Background: an optimization exercise with open tools, aiming at small area. Do not read the settings as production practice.
Function not checked in this run: the RTL went through the layout flow alone.
No activity file was given, so power comes from the tool's default toggle rates.

## design/flow/design.v

```verilog
`timescale 1ns/10ps
package decode_pkg;
    localparam int XLEN       = 64;
    localparam int REG_ADDR_W = 5;
    typedef logic [XLEN-1:0]       xlen_t;
    typedef logic [31:0]           inst_t;
    typedef logic [REG_ADDR_W-1:0] reg_addr_t;
    typedef logic [13:0]           alu_op_t;      
    typedef logic [5:0]            shifter_op_t;  
    typedef logic [3:0]            mem_size_t;    
    localparam int ALU_ADD  = 0;
    localparam int ALU_SUB  = 1;
    localparam int ALU_SLT  = 2;
    localparam int ALU_SLTU = 3;
    localparam int ALU_AND  = 4;
    localparam int ALU_OR   = 6;
    localparam int ALU_XOR  = 7;
    localparam int ALU_LUI  = 8;
    localparam int ALU_MUL  = 9;
    localparam int ALU_DIV  = 10;
    localparam int ALU_DIVU = 11;
    localparam int ALU_REM  = 12;
    localparam int ALU_REMU = 13;
    localparam int SH_SLL  = 0;
    localparam int SH_SRL  = 1;
    localparam int SH_SRA  = 2;
    localparam int SH_SLLW = 3;
    localparam int SH_SRLW = 4;
    localparam int SH_SRAW = 5;
    localparam logic [6:0] OPC_OP        = 7'b0110011;
    localparam logic [6:0] OPC_OP_32     = 7'b0111011;
    localparam logic [6:0] OPC_OP_IMM    = 7'b0010011;
    localparam logic [6:0] OPC_OP_IMM_32 = 7'b0011011;
    localparam logic [6:0] OPC_LOAD      = 7'b0000011;
    localparam logic [6:0] OPC_STORE     = 7'b0100011;
    localparam logic [6:0] OPC_BRANCH    = 7'b1100011;
    localparam logic [6:0] OPC_JAL       = 7'b1101111;
    localparam logic [6:0] OPC_JALR      = 7'b1100111;
    localparam logic [6:0] OPC_LUI       = 7'b0110111;
    localparam logic [6:0] OPC_AUIPC     = 7'b0010111;
    localparam logic [6:0] F7_BASE   = 7'b0000000;
    localparam logic [6:0] F7_ALT    = 7'b0100000;
    localparam logic [6:0] F7_MULDIV = 7'b0000001;
    localparam xlen_t LINK_OFFSET = 64'd4;  
endpackage
`timescale 1ns/10ps
module decode_stage_reg (
    input  logic                clk,
    input  logic                reset,
    input  logic                fs_to_ds_valid,
    input  decode_pkg::xlen_t   fs_pc,
    input  decode_pkg::inst_t   instruction,
    input  logic                es_allowin,
    input  logic                block1,
    input  logic                block2,
    input  logic                es_load_related1,
    input  logic                es_load_related2,
    input  logic                is_trans,
    output logic                ds_valid,
    output decode_pkg::xlen_t   ds_pc,
    output decode_pkg::inst_t   ds_inst,
    output logic                ds_allowin,
    output logic                ds_to_es_valid,
    output logic                ds_load_block,
    output logic                es_related_cancel,
    output logic                branch_taken_cancel
);
    logic trans_pending;  
    logic accept;
    assign ds_load_block       = block1 | block2;
    assign es_related_cancel   = es_load_related1 | es_load_related2;
    assign ds_allowin          = !ds_valid || (!ds_load_block && es_allowin);
    assign ds_to_es_valid      = ds_valid && !ds_load_block;
    assign accept              = fs_to_ds_valid && ds_allowin;
    assign branch_taken_cancel = (is_trans || trans_pending) && accept;
    always_ff @(posedge clk) begin
        if (reset) begin
            ds_valid <= 1'b0;
        end else if (branch_taken_cancel) begin
            ds_valid <= 1'b0;  
        end else if (ds_allowin) begin
            ds_valid <= fs_to_ds_valid;
        end
    end
    always_ff @(posedge clk) begin
        if (accept) begin
            ds_pc   <= fs_pc;
            ds_inst <= instruction;
        end
    end
    always_ff @(posedge clk) begin
        if (reset) begin
            trans_pending <= 1'b0;
        end else if (is_trans && !branch_taken_cancel && ds_valid && !ds_load_block) begin
            trans_pending <= 1'b1;
        end else if (accept) begin
            trans_pending <= 1'b0;
        end
    end
endmodule
`timescale 1ns/10ps
module inst_decoder (
    input  decode_pkg::inst_t         ds_inst,
    output decode_pkg::reg_addr_t     rs1,
    output decode_pkg::reg_addr_t     rs2,
    output decode_pkg::reg_addr_t     rf_dest,
    output logic                      rf_we,
    output decode_pkg::xlen_t         imm,
    output logic                      rs1_used,
    output logic                      rs2_used,
    output decode_pkg::alu_op_t       alu_op,
    output decode_pkg::shifter_op_t   shifter_op,
    output logic                      is_alu,
    output logic                      rwi_type,
    output logic                      load,
    output logic                      loadu,
    output logic                      store,
    output decode_pkg::mem_size_t     dwhb,
    output logic                      use_pc_op1,
    output logic                      op2_sel_reg,
    output logic                      link,
    output logic                      is_jal,
    output logic                      is_jalr,
    output logic [2:0]                br_funct3,
    output logic                      is_branch_op
);
    logic [6:0] opcode;
    logic [6:0] funct7;
    logic [7:0] f3;  
    logic op_r, op_rw, op_i, op_iw, op_ld, op_st, op_br, op_lui, op_auipc;
    logic f7_base, f7_alt, f7_md;
    logic i_fmt, u_fmt;
    assign opcode    = ds_inst[6:0];
    assign funct7    = ds_inst[31:25];
    assign f3        = 8'b1 << ds_inst[14:12];
    assign rs1       = ds_inst[19:15];
    assign rs2       = ds_inst[24:20];
    assign rf_dest   = ds_inst[11:7];
    assign br_funct3 = ds_inst[14:12];
    assign op_r     = opcode == decode_pkg::OPC_OP;
    assign op_rw    = opcode == decode_pkg::OPC_OP_32;
    assign op_i     = opcode == decode_pkg::OPC_OP_IMM;
    assign op_iw    = opcode == decode_pkg::OPC_OP_IMM_32;
    assign op_ld    = opcode == decode_pkg::OPC_LOAD;
    assign op_st    = opcode == decode_pkg::OPC_STORE;
    assign op_br    = opcode == decode_pkg::OPC_BRANCH;
    assign op_lui   = opcode == decode_pkg::OPC_LUI;
    assign op_auipc = opcode == decode_pkg::OPC_AUIPC;
    assign is_jal   = opcode == decode_pkg::OPC_JAL;
    assign is_jalr  = opcode == decode_pkg::OPC_JALR;
    assign f7_base = funct7 == decode_pkg::F7_BASE;
    assign f7_alt  = funct7 == decode_pkg::F7_ALT;
    assign f7_md   = funct7 == decode_pkg::F7_MULDIV;
    assign i_fmt = op_i || op_iw || op_ld || is_jalr;
    assign u_fmt = op_lui || op_auipc;
    always_comb begin
        if (i_fmt) begin
            imm = {{52{ds_inst[31]}}, ds_inst[31:20]};
        end else if (op_st) begin
            imm = {{52{ds_inst[31]}}, ds_inst[31:25], ds_inst[11:7]};
        end else if (op_br) begin
            imm = {{52{ds_inst[31]}}, ds_inst[7], ds_inst[30:25], ds_inst[11:8], 1'b0};
        end else if (u_fmt) begin
            imm = {{32{ds_inst[31]}}, ds_inst[31:12], 12'b0};
        end else if (is_jal) begin
            imm = {{44{ds_inst[31]}}, ds_inst[19:12], ds_inst[20], ds_inst[30:21], 1'b0};
        end else begin
            imm = '0;
        end
    end
    always_comb begin
        alu_op = '0;
        alu_op[decode_pkg::ALU_ADD] = ((op_r || op_rw) && f7_base && f3[0])
                                   || ((op_i || op_iw) && f3[0])
                                   || op_auipc || is_jal || is_jalr;
        alu_op[decode_pkg::ALU_SUB]  = (op_r || op_rw) && f7_alt && f3[0];
        alu_op[decode_pkg::ALU_SLT]  = (op_r && f7_base && f3[2]) || (op_i && f3[2]);
        alu_op[decode_pkg::ALU_SLTU] = (op_r && f7_base && f3[3]) || (op_i && f3[3]);
        alu_op[decode_pkg::ALU_XOR]  = (op_r && f7_base && f3[4]) || (op_i && f3[4]);
        alu_op[decode_pkg::ALU_OR]   = (op_r && f7_base && f3[6]) || (op_i && f3[6]);
        alu_op[decode_pkg::ALU_AND]  = (op_r && f7_base && f3[7]) || (op_i && f3[7]);
        alu_op[decode_pkg::ALU_LUI]  = op_lui;
        alu_op[decode_pkg::ALU_MUL]  = (op_r || op_rw) && f7_md && f3[0];
        alu_op[decode_pkg::ALU_DIV]  = (op_r || op_rw) && f7_md && f3[4];
        alu_op[decode_pkg::ALU_DIVU] = (op_r || op_rw) && f7_md && f3[5];
        alu_op[decode_pkg::ALU_REM]  = (op_r || op_rw) && f7_md && f3[6];
        alu_op[decode_pkg::ALU_REMU] = (op_r || op_rw) && f7_md && f3[7];
    end
    always_comb begin
        shifter_op = '0;
        shifter_op[decode_pkg::SH_SLL]  = (op_r && f7_base && f3[1])
                                       || (op_i && f3[1] && funct7[6:1] == 6'b000000);
        shifter_op[decode_pkg::SH_SRL]  = (op_r && f7_base && f3[5])
                                       || (op_i && f3[5] && funct7[6:1] == 6'b000000);
        shifter_op[decode_pkg::SH_SRA]  = (op_r && f7_alt && f3[5])
                                       || (op_i && f3[5] && funct7[6:1] == 6'b010000);
        shifter_op[decode_pkg::SH_SLLW] = (op_rw || op_iw) && f7_base && f3[1];
        shifter_op[decode_pkg::SH_SRLW] = (op_rw || op_iw) && f7_base && f3[5];
        shifter_op[decode_pkg::SH_SRAW] = (op_rw || op_iw) && f7_alt && f3[5];
    end
    assign is_alu   = |alu_op;
    assign rwi_type = op_rw || (op_iw && f3[0]);  
    assign rf_we    = !(op_br || op_st);
    assign rs1_used = !(op_lui || op_auipc || is_jal);
    assign rs2_used = op_r || op_rw || op_br || op_st;
    assign load    = op_ld && (f3[0] || f3[1] || f3[2] || f3[3]);
    assign loadu   = op_ld && (f3[4] || f3[5] || f3[6]);
    assign store   = op_st && (f3[0] || f3[1] || f3[2] || f3[3]);
    assign dwhb[0] = (op_ld && (f3[0] || f3[4])) || (op_st && f3[0]);
    assign dwhb[1] = (op_ld && (f3[1] || f3[5])) || (op_st && f3[1]);
    assign dwhb[2] = (op_ld && (f3[2] || f3[6])) || (op_st && f3[2]);
    assign dwhb[3] = (op_ld || op_st) && f3[3];
    assign use_pc_op1   = op_auipc || is_jal || is_jalr;
    assign op2_sel_reg  = op_r || op_rw || op_st;
    assign link         = is_jal || is_jalr;
    assign is_branch_op = op_br;
endmodule
`timescale 1ns/10ps
module operand_forward (
    input  decode_pkg::reg_addr_t src,
    input  logic                  src_used,
    input  decode_pkg::xlen_t     rf_data,
    input  logic                  es_valid,
    input  logic                  es_rf_we,
    input  decode_pkg::reg_addr_t es_rf_dest,
    input  logic                  es_res_from_mem,
    input  decode_pkg::xlen_t     es_result,
    input  logic                  ms_valid,
    input  logic                  ms_rf_we,
    input  decode_pkg::reg_addr_t ms_rf_dest,
    input  logic                  ms_res_from_mem,
    input  logic                  ms_ls_result_valid,
    input  decode_pkg::xlen_t     ms_final_result,
    input  logic                  ws_valid,
    input  logic                  ws_rf_we,
    input  decode_pkg::reg_addr_t ws_rf_dest,
    input  decode_pkg::xlen_t     ws_final_result,
    output decode_pkg::xlen_t     fwd_data,
    output logic                  es_hit,
    output logic                  block,
    output logic                  es_load_related
);
    logic src_nz;
    logic ms_hit;
    logic ws_hit;
    assign src_nz = src != '0;  
    assign es_hit = src_nz && es_valid && es_rf_we && (src == es_rf_dest);
    assign ms_hit = src_nz && ms_valid && ms_rf_we && (src == ms_rf_dest);
    assign ws_hit = src_nz && ws_valid && ws_rf_we && (src == ws_rf_dest);
    assign fwd_data = es_hit ? es_result       :
                      ms_hit ? ms_final_result :
                      ws_hit ? ws_final_result : rf_data;
    assign es_load_related = src_used && es_hit && es_res_from_mem;
    assign block = es_load_related
                || (src_used && ms_hit && ms_res_from_mem && !ms_ls_result_valid);
endmodule
`timescale 1ns/10ps
module branch_unit (
    input  logic              ds_valid,
    input  decode_pkg::xlen_t ds_pc,
    input  decode_pkg::xlen_t imm,
    input  decode_pkg::xlen_t op1,
    input  decode_pkg::xlen_t op2,
    input  logic              es_hit1,
    input  logic              es_hit2,
    input  logic              es_allowin,
    input  logic              is_jal,
    input  logic              is_jalr,
    input  logic              is_branch_op,
    input  logic [2:0]        br_funct3,
    input  logic              use_pc_op1,
    input  logic              op2_sel_reg,
    input  logic              link,
    output logic              is_trans,
    output decode_pkg::xlen_t trans_addr,
    output decode_pkg::xlen_t oprand1,
    output decode_pkg::xlen_t oprand2,
    output decode_pkg::xlen_t ls_addr
);
    logic              cond;
    logic              es_busy;
    logic              br_taken;
    decode_pkg::xlen_t target;
    always_comb begin
        case (br_funct3)
            3'b000:  cond = op1 == op2;
            3'b001:  cond = op1 != op2;
            3'b100:  cond = $signed(op1) < $signed(op2);
            3'b101:  cond = $signed(op1) >= $signed(op2);
            3'b110:  cond = op1 < op2;
            3'b111:  cond = op1 >= op2;
            default: cond = 1'b0;
        endcase
    end
    assign es_busy  = (es_hit1 || es_hit2) && !es_allowin;
    assign br_taken = is_branch_op && cond && !es_busy;
    assign is_trans = (is_jal || is_jalr || br_taken) && ds_valid;
    assign target     = (is_jalr ? op1 : ds_pc) + imm;
    assign trans_addr = {target[decode_pkg::XLEN-1:2], 2'b00};
    assign oprand1 = use_pc_op1 ? ds_pc : op1;
    assign oprand2 = link        ? decode_pkg::LINK_OFFSET :
                     op2_sel_reg ? op2 : imm;
    assign ls_addr = op1 + imm;
endmodule
`timescale 1ns/10ps
module decode_stage (
    input  logic                      clk,
    input  logic                      reset,
    input  decode_pkg::inst_t         instruction,
    input  decode_pkg::xlen_t         fs_pc,
    input  logic                      fs_to_ds_valid,
    input  logic                      es_allowin,
    input  logic                      es_valid,
    input  logic                      ms_valid,
    input  logic                      ws_valid,
    input  logic                      es_rf_we,
    input  logic                      ms_rf_we,
    input  logic                      ws_rf_we,
    input  decode_pkg::reg_addr_t     es_rf_dest,
    input  decode_pkg::reg_addr_t     ms_rf_dest,
    input  decode_pkg::reg_addr_t     ws_rf_dest,
    input  logic                      es_res_from_mem,
    input  logic                      ms_res_from_mem,
    input  logic                      ms_ls_result_valid,
    input  decode_pkg::xlen_t         es_result,
    input  decode_pkg::xlen_t         ms_final_result,
    input  decode_pkg::xlen_t         ws_final_result,
    input  decode_pkg::xlen_t         rf_src1,
    input  decode_pkg::xlen_t         rf_src2,
    output logic                      ds_to_es_valid,
    output logic                      ds_allowin,
    output decode_pkg::xlen_t         ds_pc,
    output decode_pkg::inst_t         ds_inst,
    output decode_pkg::reg_addr_t     rs1,
    output decode_pkg::reg_addr_t     rs2,
    output decode_pkg::reg_addr_t     rf_dest,
    output logic                      rf_we,
    output decode_pkg::xlen_t         oprand1,
    output decode_pkg::xlen_t         oprand2,
    output decode_pkg::alu_op_t       alu_op,
    output decode_pkg::shifter_op_t   shifter_op,
    output logic                      is_alu,
    output logic                      rwi_type,
    output logic                      load,
    output logic                      loadu,
    output logic                      store,
    output decode_pkg::mem_size_t     dwhb,
    output decode_pkg::xlen_t         ls_addr,
    output logic                      ds_load_block,
    output logic                      es_related_cancel,
    output logic                      is_trans,
    output decode_pkg::xlen_t         trans_addr,
    output logic                      branch_taken_cancel
);
    logic              ds_valid;
    logic              block1, block2;
    logic              es_load_related1, es_load_related2;
    logic              es_hit1, es_hit2;
    logic              rs1_used, rs2_used;
    logic              use_pc_op1, op2_sel_reg, link;
    logic              is_jal, is_jalr, is_branch_op;
    logic [2:0]        br_funct3;
    decode_pkg::xlen_t imm;
    decode_pkg::xlen_t op1, op2;  
    decode_stage_reg u_stage_reg (
        .clk, .reset, .fs_to_ds_valid, .fs_pc, .instruction, .es_allowin,
        .block1, .block2, .es_load_related1, .es_load_related2, .is_trans,
        .ds_valid, .ds_pc, .ds_inst, .ds_allowin, .ds_to_es_valid,
        .ds_load_block, .es_related_cancel, .branch_taken_cancel
    );
    inst_decoder u_decoder (
        .ds_inst, .rs1, .rs2, .rf_dest, .rf_we, .imm, .rs1_used, .rs2_used,
        .alu_op, .shifter_op, .is_alu, .rwi_type, .load, .loadu, .store, .dwhb,
        .use_pc_op1, .op2_sel_reg, .link, .is_jal, .is_jalr, .br_funct3, .is_branch_op
    );
    operand_forward u_fwd1 (
        .src(rs1), .src_used(rs1_used), .rf_data(rf_src1),
        .es_valid, .es_rf_we, .es_rf_dest, .es_res_from_mem, .es_result,
        .ms_valid, .ms_rf_we, .ms_rf_dest, .ms_res_from_mem, .ms_ls_result_valid,
        .ms_final_result, .ws_valid, .ws_rf_we, .ws_rf_dest, .ws_final_result,
        .fwd_data(op1), .es_hit(es_hit1), .block(block1), .es_load_related(es_load_related1)
    );
    operand_forward u_fwd2 (
        .src(rs2), .src_used(rs2_used), .rf_data(rf_src2),
        .es_valid, .es_rf_we, .es_rf_dest, .es_res_from_mem, .es_result,
        .ms_valid, .ms_rf_we, .ms_rf_dest, .ms_res_from_mem, .ms_ls_result_valid,
        .ms_final_result, .ws_valid, .ws_rf_we, .ws_rf_dest, .ws_final_result,
        .fwd_data(op2), .es_hit(es_hit2), .block(block2), .es_load_related(es_load_related2)
    );
    branch_unit u_branch (
        .ds_valid, .ds_pc, .imm, .op1, .op2, .es_hit1, .es_hit2, .es_allowin,
        .is_jal, .is_jalr, .is_branch_op, .br_funct3, .use_pc_op1, .op2_sel_reg, .link,
        .is_trans, .trans_addr, .oprand1, .oprand2, .ls_addr
    );
endmodule
```

## design/flow/run.sh

```bash
#!/bin/bash
# synth_recipe.tcl (not shown) runs the flow's synth.tcl, then flattens the netlist and writes it again
# the make line also repeats each setting of config.mk as NAME=value (left out here)
make -C /OpenROAD-flow-scripts/flow DESIGN_CONFIG=/design/flow/config.mk WORK_HOME=/design/flow/orfs CLKGATE_MAP_FILE= SYNTH_SCRIPT=/design/flow/synth_recipe.tcl finish
```

## design/flow/config.mk

```make
export PLATFORM = sky130hd
export DESIGN_NAME = decode_stage
export DESIGN_NICKNAME = decode_stage
export VERILOG_FILES = /design/flow/design.v
export SDC_FILE = /design/flow/constraint.sdc
export NUM_CORES = 4
export LEC_CHECK = 0
export CAP_MARGIN = 20
export CORE_AREA = 10 10 310 310
export DIE_AREA = 0 0 320 320
export SETUP_SLACK_MARGIN = 0.3
export SLEW_MARGIN = 20
```

## design/flow/constraint.sdc

```tcl
create_clock -name core_clock -period 12.0 [get_ports {clk}]
set_input_delay 2.4000 -clock core_clock [delete_from_list [all_inputs] [get_ports {clk}]]
set_output_delay 2.4000 -clock core_clock [all_outputs]
set_load 0.01 [all_outputs]
```

==> flow_summary.yaml <==
grt:
  grt_overflow: 0
  antenna_found_initial: 70
  grt_max_degree: 77
  grt_usage: 0.261
  grt_pass1_wl_um: 192000
  grt_pass1_vias: 23700
synth:
  yosys_warnings: 3
  synth_top_area_share: 0.152
  post-synth-top-area-cell: "edfxtp_1"
  syn_area_um2: 18900
  synth-xor-area-share: 0.0698
  avgSynthCellArea_um2: 7.11
  muxShareOfSynthArea: 0.0687
  yosys_most_used_dff: "edfxtp_1"
  synthMostInstantiatedCell: "a21oi_1"
  synthArstFlopShare: 0
  synth_top_family_by_area: "compound AO/OA/AOI/OAI gates"
  ys_types: 83
  synth_edf_count: 96
  synth.area.top_cells: "edfxtp_1 15%, ha_1 12%, a21oi_1 8.7%"
  synthCells: 2665
  synth_common_cells: "328 x a21oi_1, 268 x nor2_1, 260 x nand2_1, 217 x o21ai_0, 189 x ha_1"
  synth_simple_gate_area_share: 0.195
  synth-seq-cells: 98
  synth-compound-area-share: 0.320
  synthAdderAreaFrac: 0.126
  synth_seq_area_share: 0.154
setup_path:
  r2r_setup_slack_ns: 5.21
  crit_start: "ms_rf_dest[0]"
  critical_path.max_stage_delay_ns: 0.69
  crit_path_frequent_cell: "a21o_1"
  cp-start-kind: "input port"
  cp_max_fo: 27
  end_kind: "output pin"
  worstPathArrival_ns: 9.20
  critPathRequiredTime_ns: 9.60
  critPathKind: "in2out"
  r2r-start: "u_stage_reg.ds_inst[24]"
  slowest_stage: "or4_4"
  crit_chain: "clkdlybuf4s50_1, inv_1, a221o_1, or4_4, o21bai_1, o21ai_0, ha_1, fa_1, a21o_1, a21oi_1, nand4b_1, a21o_1, o211ai_1, a41o_1, a21o_1, a221oi_2, o21ai_0, a311oi_1, xnor2_1, clkdlybuf4s50_1"
place:
  placed_cells: 4543
  dp_slack_ns: 0.246
  port_buffers: 843
  dp_hpwl_um: 122000
  gp_routability_congestion: 0.964
run_status:
  outcome: "no timing/DRC/antenna violations"
min_path:
  hold_class: "reg2reg"
  hp-start: "u_stage_reg.trans_pending"
cells_and_area:
  finalNonFillerCells: 4586
  area_growth_pct: 53.7
  final_layout_size_suffix_gt1_frac: 0.0439
  fin_nets: 4024
  multi_input_area_um2: 14900
  fillers: 9563
  seqCellArea_um2: 2920
floorplanning:
  die_area_um2: 102000
  core_um2: 88800
  rows: 109
  dieWidth_um: 320
  start_util: 0.213
  die_h_um: 320
  ioPinCount: 847
detailed_routing:
  dr.max_layer_used: "met5"
  dr.pass1.iters: 5
  ant_nets: 0
  avgViaCountPerCell: 5.32
  met1_length_um: 57300
  via_count: 24400
  drt-total-wl_um: 141000
  drc: 0
  dr_wl_met2_um: 63400
  route.met3.wl_um: 16900
  first_iter_violations: 2002
  wl_per_cell_um: 30.7
timing:
  fin_ws_ns: 0.396
  tightestPinTransition_ns: 1.15
  finalSetupTns_ns: 0
  setup_viol: 0
  relSlewSlack: 0.228
  finalClockSkew_ns: 0.0290
  period_minus_slack_ns: 11.60
  finalCritPeriodShare: 0.967
  drv_slew: 0
  finalHoldViolCount: 0
  rsz0062_at_grt: "yes"
  fmax_ghz: 0.0862
clock_network:
  cts.sinks: 98
  cts_made_buffers: 9
  cts-root-buf: "clkbuf_16"
  path_clk_slew_ns: 0.11
  cts_tree: "done"
  clockBufferDepth: 2
  cts-hold-fix-buffers: 0
  clock_latency_ns: 0.44
  htreeDepth: 3
power_and_ir_drop:
  ir_drop_v: 0.0000823
  p_sw_frac: 0.422
  p_int_mw: 1.03
  p_leak_nw: 11.8
  p_sw_uw: 750
  powerDensity_nw_per_um2: 61.1
  power_frac_clock: 0.191
  pwr-share-seq: 0.246
  combPwrFrac: 0.563
  totalPowerFinal_mw: 1.78
run:
  cap_viol_max_count: 0
metal layers:
layer | GRT usage | vias up
li1 | - | 11200
met1 | 0.319 | 11800
met2 | 0.417 | 1120
met3 | 0.114 | 168
met4 | 0.0644 | 56
met5 | 0 | -
stage by stage:
stage	hold WS [ns]	utilization	cell area (um^2)
after global routing	0.615	0.328	29100
after detailed placement	0.547	0.323	28700
after CTS	0.567	0.327	29000
after floorplan	0.500	-	19000
after global placement	0.540	0.323	28700
final	0.579	0.328	29100
layout make-up:
type | count | share of cell area
antenna | 26 | 0.00223
multi-input combinational | 2255 | 0.512
clock buffer | 9 | 0.00773
tap | 1165 | 0.0500
sequential | 98 | 0.100
timing repair buffer | 916 | 0.310
inverter | 110 | 0.0143
clock inverter | 7 | 0.00279
registers in the layout, summed over array words and instances, names as in the netlist:
name	cells
u_stage_reg.ds_pc	64
u_stage_reg.ds_inst	32
u_stage_reg.ds_valid	1
u_stage_reg.trans_pending	1
power groups by stage:
stage | sequential, mW | combinational [mW] | clock [mW]
after detailed placement | 0.445 | 0.991 | 0
final | 0.438 | 1.00 | 0.340
after global routing | 0.440 | 1.07 | 0.356
after global placement | 0.445 | 0.991 | 0
after floorplan | 0.433 | 0.419 | 0
after CTS | 0.438 | 0.997 | 0.351
final timing paths:
kind                                     to  depth (start not counted)
setup reg to reg       u_stage_reg.ds_valid                         20
hold / removal    u_stage_reg.trans_pending                          2
setup / recovery                ls_addr[40]                         20
hold reg to reg   u_stage_reg.trans_pending                          2
timing repair:
item,CTS,global route
pin swaps,1,1
gates resized for setup,2,16
setup endpoints to repair,1,21
setup buffers,1,0
cells in the final DEF, fill, tap and decap left out, types with 12 or more instances in the layout:
master,instances
a211oi_1,159
a21o_1,116
a21oi_1,326
a31oi_1,20
and2_1,16
and3_1,18
buf_4,69
clkdlybuf4s50_1,843
diode_2,26
edfxtp_1,96
ha_1,185
inv_1,108
mux2i_1,129
nand2_1,260
nand2b_1,20
nand3_1,47
nand4_1,50
nor2_1,267
nor2b_1,26
nor3_1,34
o21ai_0,212
o21ai_1,12
o21bai_1,22
xnor2_1,103
xor2_1,48
worst max-delay path: cells and delay by family:
family | cells | cell delay, ns
compound gates | 12 | 3.57
fa+ha+maj | 2 | 0.80
buf+inv | 3 | 1.32
xor+xnor | 1 | 0.17
simple gates | 2 | 0.92
kinds of logic after synthesis:
group,after synthesis
AOI/OAI and AO/OA,975
muxes,130
adders and majority gates,190
DFF,98
and+or+nand+nor,806
xor gates and xnor gates,151
other,1
buffers and inverters,314

afterwards: timing with drivers on the ports:
The flow's constraints put no driver on any port. The routed layout listed below was extracted and timed again, unchanged, in two steps.
Step 1: set_driving_cell puts a clkbuf_16 on clk and a buf_2 on each other input, an assumption about the parent block.
Step 2, shift: input delay + t, output delay - t, t = (earliest + latest rising clock arrival at the registers) / 2. This alone moves slack from input paths to output paths.
a / b / c = ideal / step 1 / step 2; a / b = the first two.
t, ns: 0.497
setup slack, ns: 0.396 / 0.353 / 0.353
worst setup path at the end: input to output
slew at the worst register clock pin (ns): 0.11 / 0.11
worst data-port slew with drivers (ns): 0.29
After both steps setup and hold are still met in this run. For this run, drivers alone change the setup slack by -0.043 ns; drivers and shift together by -0.043 ns.
